Context: an optimization exercise on an open-source flow, tuned for small area. The choices shown serve that exercise and are no tape-out recipe. Only simulation tests tie the RTL to the original design; equivalence was not proved. The clock port is modelled as an ideal driver; clocking choices that lean on that would not hold on a real chip.

== tundra ==
Design conv_core, start of the top module:
module conv_core (
  input  wire                                  clk,
  input  wire                                  rst_n,
  input  wire [16-1:0]               ifmap_dat,
  input  wire                                  ifmap_vld,
  input  wire [16-1:0]              weights_dat,
  input  wire                                  weights_vld,
  output wire [4*32-1:0]  ofmap_dat,
  output wire                                  ofmap_vld
);
Settings: LEC_CHECK=0, CAP_MARGIN=20, CORE_MARGIN=2, CORE_UTILIZATION=70, CTS_CLUSTER_DIAMETER=85, CTS_CLUSTER_SIZE=26, SLEW_MARGIN=20, SYNTH_HIERARCHICAL=1, SYNTH_MINIMUM_KEEP_SIZE=0; clock period 10.0 ns.
standard.sh (not shown) runs the stock make flow with config.mk's settings and CLKGATE_MAP_FILE= SYNTH_SCRIPT=/design/flow/synth_recipe.tcl, a recipe that flattens the netlist after the stock synthesis.
==> flow/flow/run.sh <==
#!/bin/bash
set -e
cp standard.sh standard_sh_copy.log
export CTS_ARGS="-sink_clustering_enable -repair_clock_nets -sink_clustering_size 26 -sink_clustering_max_diameter 85 -dont_use_dummy_load"
export BUFFER_PORTS_ARGS="-buffer_cell sky130_fd_sc_hd__buf_1"
bash standard.sh finish > standard_flow.log 2>&1
Input changes introduced in indigo (baseline for comparison: tundra):
==> flow/flow/run.sh <==
#!/bin/bash
set -e
cp standard.sh standard_sh_copy.log
export CTS_ARGS="-sink_clustering_enable -repair_clock_nets -sink_clustering_size 20 -sink_clustering_max_diameter 100 -dont_use_dummy_load"
export BUFFER_PORTS_ARGS="-buffer_cell sky130_fd_sc_hd__buf_1"
bash standard.sh > standard_flow.log 2>&1
-- flow/config.mk --
<<< tundra, line 10
export CORE_UTILIZATION = 70
export CTS_CLUSTER_DIAMETER = 85
export CTS_CLUSTER_SIZE = 26
>>> indigo, line 10
export CORE_UTILIZATION = 40
export CTS_CLUSTER_DIAMETER = 100
export CTS_CLUSTER_SIZE = 20
[summary]
indigo finished every stage and its layout cleared the timing, DRC and antenna checks. The lower minimum setup slack after placement of tundra and indigo is in tundra. indigo ended up with a lower final worst hold slack than tundra did. Across both runs, count of non-filler cells in the finished layout was higher for indigo than for tundra. The setup slack in indigo sits 0.40 ns above the value recorded for tundra. Delta(data arrival time of the worst path, indigo - tundra) < 0.

========
## Q
conv_core, a different RTL version from the one above (not shown whole).
Size in the first run: ~4900 cells after synthesis, ~1500 flip-flops.
export LEC_CHECK = 0
export CAP_MARGIN = 20
export CORE_MARGIN = 2
export CORE_UTILIZATION = 70
export CTS_CLUSTER_DIAMETER = 75
export CTS_CLUSTER_SIZE = 32
export SLEW_MARGIN = 20
export SYNTH_HIERARCHICAL = 1
export SYNTH_MINIMUM_KEEP_SIZE = 0
create_clock -name core_clock -period 10.0 [get_ports {clk}]
==> flow/flow/run.sh <==
#!/bin/bash
set -e
cp standard.sh standard_sh_copy.log
export CTS_ARGS="-sink_clustering_enable -repair_clock_nets -sink_clustering_size 32 -sink_clustering_max_diameter 75 -dont_use_dummy_load"
export BUFFER_PORTS_ARGS="-buffer_cell sky130_fd_sc_hd__buf_1"
bash standard.sh finish > standard_flow.log 2>&1
Both conditions hold for Q: the flow ran to the end and the final layout passed the timing, DRC and antenna checks.
### Q -> R
- CORE_UTILIZATION changed from 70 to 78
Notes after the runs:
In R, share of the clock period used by the worst path is lower than in Q.
Looking at sum of net half-perimeters after detailed placement, R sits 1.8% above Q.
Diode insertion count for antenna repair, Q and R, lower one = R.
Compared with Q, R shows a number of standard cells in the final layout excluding fillers that is about 2.2% lower.
Re critical path's largest stage delay: Q and R aren't equal, and the higher value belongs to Q.
The clock buffer count in R was lower than what Q gave.
A capture point of the critical path of slot[1][127] is what R shows, while slot[3][63] belongs to Q.
Number of CTS-inserted buffers went down by a few percent going from Q to R.
Cmp R vs Q: utilization higher in R

## afterwards: timing with drivers on the ports
The results above use ideal ports. As a check the final layouts listed here were re-extracted and re-timed, cells and wires unchanged.
Step 1 sets driving cells, clkbuf_16 on the clock port and buf_2 on the other inputs (assumed; they add their load-dependent delay and slew).
Step 2 also shifts input and output timing later by t, the mid clock arrival at the registers, as if the neighbouring blocks saw the same clock.
Three values: ideal ports, drivers, drivers and shift; two values: the first two.
run	t (ns)	slack for setup (ns)	slew at the worst register clock pin (ns)
tundra	0.738	1.344 / 1.344 / 1.344	0.10 / 0.10
indigo	0.794	1.747 / 1.747 / 1.747	0.08 / 0.08
Q	0.777	1.650 / 1.650 / 1.650	0.12 / 0.12
R	0.754	1.893 / 1.893 / 1.893	0.12 / 0.12
After both steps setup and hold are still met in every run listed.
